Background: an optimization exercise with open tools, aiming at small area, a short achievable clock period and few clock cycles per item. Do not read the settings as production practice.
Function was checked by simulation only, so behaviour that the tests miss may differ from the original.
Power figures rest on the tool's default switching activity, not on a simulated workload.

==> inputs of v26 <==
Design gf2_split_mul, start of the top module:
module gf2_split_mul (
	input  wire         clk,
	input  wire         rst,
	input  wire         in_valid,
	output logic        in_ready,
	input  wire  [47:0] a,
	input  wire  [47:0] b,
	output logic        out_valid,
	input  wire         out_ready,
	output logic [95:0] c
);
	logic out_take;
	assign out_take = !out_valid || out_ready;
	assign in_ready = out_take;
	always_ff @(posedge clk) begin
		if (rst) begin
			out_valid <= 1'b0;
		end else if (out_take) begin
			out_valid <= in_valid;
		end
	end
	clmul48_pipe u_mul (.clk(clk), .en(out_take), .a(a), .b(b), .p(c));
endmodule
==> flow/config.mk <==
export PLATFORM = sky130hd
export DESIGN_NAME = gf2_split_mul
export DESIGN_NICKNAME = gf2_split_mul
export VERILOG_FILES = /design/flow/design.v
export SDC_FILE = /design/flow/constraint.sdc
export NUM_CORES = 4
export LEC_CHECK = 0
export CAP_MARGIN = 20
export CORE_MARGIN = 2
export CORE_UTILIZATION = 60
export PLACE_DENSITY = 0.8
export SETUP_SLACK_MARGIN = 2.0
export SLEW_MARGIN = 20
export TNS_END_PERCENT = 0
==> flow/constraint.sdc <==
create_clock -name core_clock -period 5.0 [get_ports {clk}]
set_input_delay 1.0000 -clock core_clock [delete_from_list [all_inputs] [get_ports {clk}]]
set_output_delay 1.0000 -clock core_clock [all_outputs]
set_load 0.01 [all_outputs]
standard.sh (not shown) runs the stock make flow with config.mk's settings and CLKGATE_MAP_FILE= SYNTH_SCRIPT=/design/flow/synth_recipe.tcl, a recipe that flattens the netlist after the stock synthesis.
==> flow/flow/run.sh <==
#!/bin/bash
# Own layout flow: the standard flow (standard.sh) with the standard
# synthesis unchanged, then the layout steps with the delay cells
# (clkdlybuf4s*, dlygate*, dlymetal*) added to the don't-use list, so that
# the port buffers and the timing repair use plain buffers instead, and with
# the buffers of synthesis removed at floorplan (REMOVE_ABC_BUFFERS) instead
# of a timing repair there without wires; the repair after clock tree
# synthesis then sizes the logic with placement parasitics. The port
# buffers are buf_4 cells instead of the weakest buffer.
set -euo pipefail
W=$(pwd)
bash standard.sh synth > "$W/flow_synth.log" 2>&1
DELAY_CELLS=""
for c in clkdlybuf4s15_1 clkdlybuf4s15_2 clkdlybuf4s18_1 clkdlybuf4s18_2 \
	clkdlybuf4s25_1 clkdlybuf4s25_2 clkdlybuf4s50_1 clkdlybuf4s50_2 \
	dlygate4sd1_1 dlygate4sd2_1 dlygate4sd3_1 \
	dlymetal6s2s_1 dlymetal6s4s_1 dlymetal6s6s_1; do
	DELAY_CELLS="$DELAY_CELLS sky130_fd_sc_hd__$c"
done
# The design config is read before the platform's, whose list is added to this one.
{
	cat "$W/config.mk"
	echo "export DONT_USE_CELLS =$DELAY_CELLS"
	echo "export REMOVE_ABC_BUFFERS = 1"
	echo "export BUFFER_PORTS_ARGS = -buffer_cell sky130_fd_sc_hd__buf_4"
} > "$W/own_config.mk"
sed "s|DESIGN_CONFIG=[^ ]*|DESIGN_CONFIG=$W/own_config.mk|" "$W/standard.sh" > "$W/own_standard.sh"
grep -q "DESIGN_CONFIG=$W/own_config.mk" "$W/own_standard.sh"
bash "$W/own_standard.sh" > "$W/flow_layout.log" 2>&1
==> v30: changes against v26 <==
--- a/flow/flow/run.sh
+++ b/flow/flow/run.sh
@@ -5,8 +5,7 @@
 # the port buffers and the timing repair use plain buffers instead, and with
 # the buffers of synthesis removed at floorplan (REMOVE_ABC_BUFFERS) instead
 # of a timing repair there without wires; the repair after clock tree
-# synthesis then sizes the logic with placement parasitics. The port
-# buffers are buf_4 cells instead of the weakest buffer.
+# synthesis then sizes the logic with placement parasitics.
 set -euo pipefail
 W=$(pwd)
 bash standard.sh synth > "$W/flow_synth.log" 2>&1
@@ -22,7 +21,6 @@
 	cat "$W/config.mk"
 	echo "export DONT_USE_CELLS =$DELAY_CELLS"
 	echo "export REMOVE_ABC_BUFFERS = 1"
-	echo "export BUFFER_PORTS_ARGS = -buffer_cell sky130_fd_sc_hd__buf_4"
 } > "$W/own_config.mk"
 sed "s|DESIGN_CONFIG=[^ ]*|DESIGN_CONFIG=$W/own_config.mk|" "$W/standard.sh" > "$W/own_standard.sh"
 grep -q "DESIGN_CONFIG=$W/own_config.mk" "$W/own_standard.sh"
==> v21: changes against v26 <==
SETUP_SLACK_MARGIN = 1.8   (was 2.0)
==> qor summary <==
DPL Wire Length: v30 60760 um; v21 60090 um; v26 60090 um
Status: v30 finished clean; v21 finished clean; v26 finished clean
Switching part of the total: v30 46.55%; v21 44.75%; v26 44.64%
Clock network power: v30 1.19 mW; v21 1.46 mW; v26 1.45 mW
Min cycle time layout: v30 3.203 ns; v21 3.366 ns; v26 3.220 ns
Final core utilization: v30 67.13%; v21 65.66%; v26 66.66%
Internal Power: v30 7.506 mW; v21 7.961 mW; v26 8.064 mW
GR met2 Demand/Resource: v30 58.56%; v21 61.16%; v26 61.01%
Worst R2R End: v30 u_mul.r[46]$_DFFE_PP_; v21 u_mul.r[11]$_DFFE_PP_; v26 u_mul.r[11]$_DFFE_PP_
Sequential share of power: v30 17.4%; v21 16.8%; v26 16.6%
Initial DRC count: v30 3479; v21 3047; v26 3108
Routability congestion estimate: v30 1.081; v21 1.028; v26 1.028
Fin nets: v30 3420; v21 3318; v26 3320
Testbench counts of v26, summed over its fixed seeds: cycles 2,056, items 2,048.
Testbench counts of v30, summed over its fixed seeds: cycles 2,056, items 2,048.
Testbench counts of v21, summed over its fixed seeds: cycles 2,056, items 2,048.

[separate check: timing with driven ports]
In the flow no input, the clock included, has a driving cell. The finished layouts below were timed again as built, in two steps. Step 1, drivers: a clkbuf_16 drives clk and a buf_2 each remaining input, both assumed. Step 2, shift: input delay + t, output delay - t, t = (earliest + latest rising clock arrival at the registers) / 2. This alone moves slack from input paths to output paths. Slacks: ideal ports / drivers / drivers and shift; pairs: ideal ports / drivers.
run | t, ns | slack for setup (ns) | worst setup path after step 2
v26 | 0.495 | 1.780 / 1.808 / 1.313 | input to register
v30 | 0.486 | 1.797 / 1.821 / 1.335 | input to register
v21 | 0.497 | 1.634 / 1.663 / 1.165 | input to register
After both steps every run listed still meets setup and hold. The setup slack of v21, which loses most, moves by +0.029 ns with the drivers and by -0.469 ns with both steps.
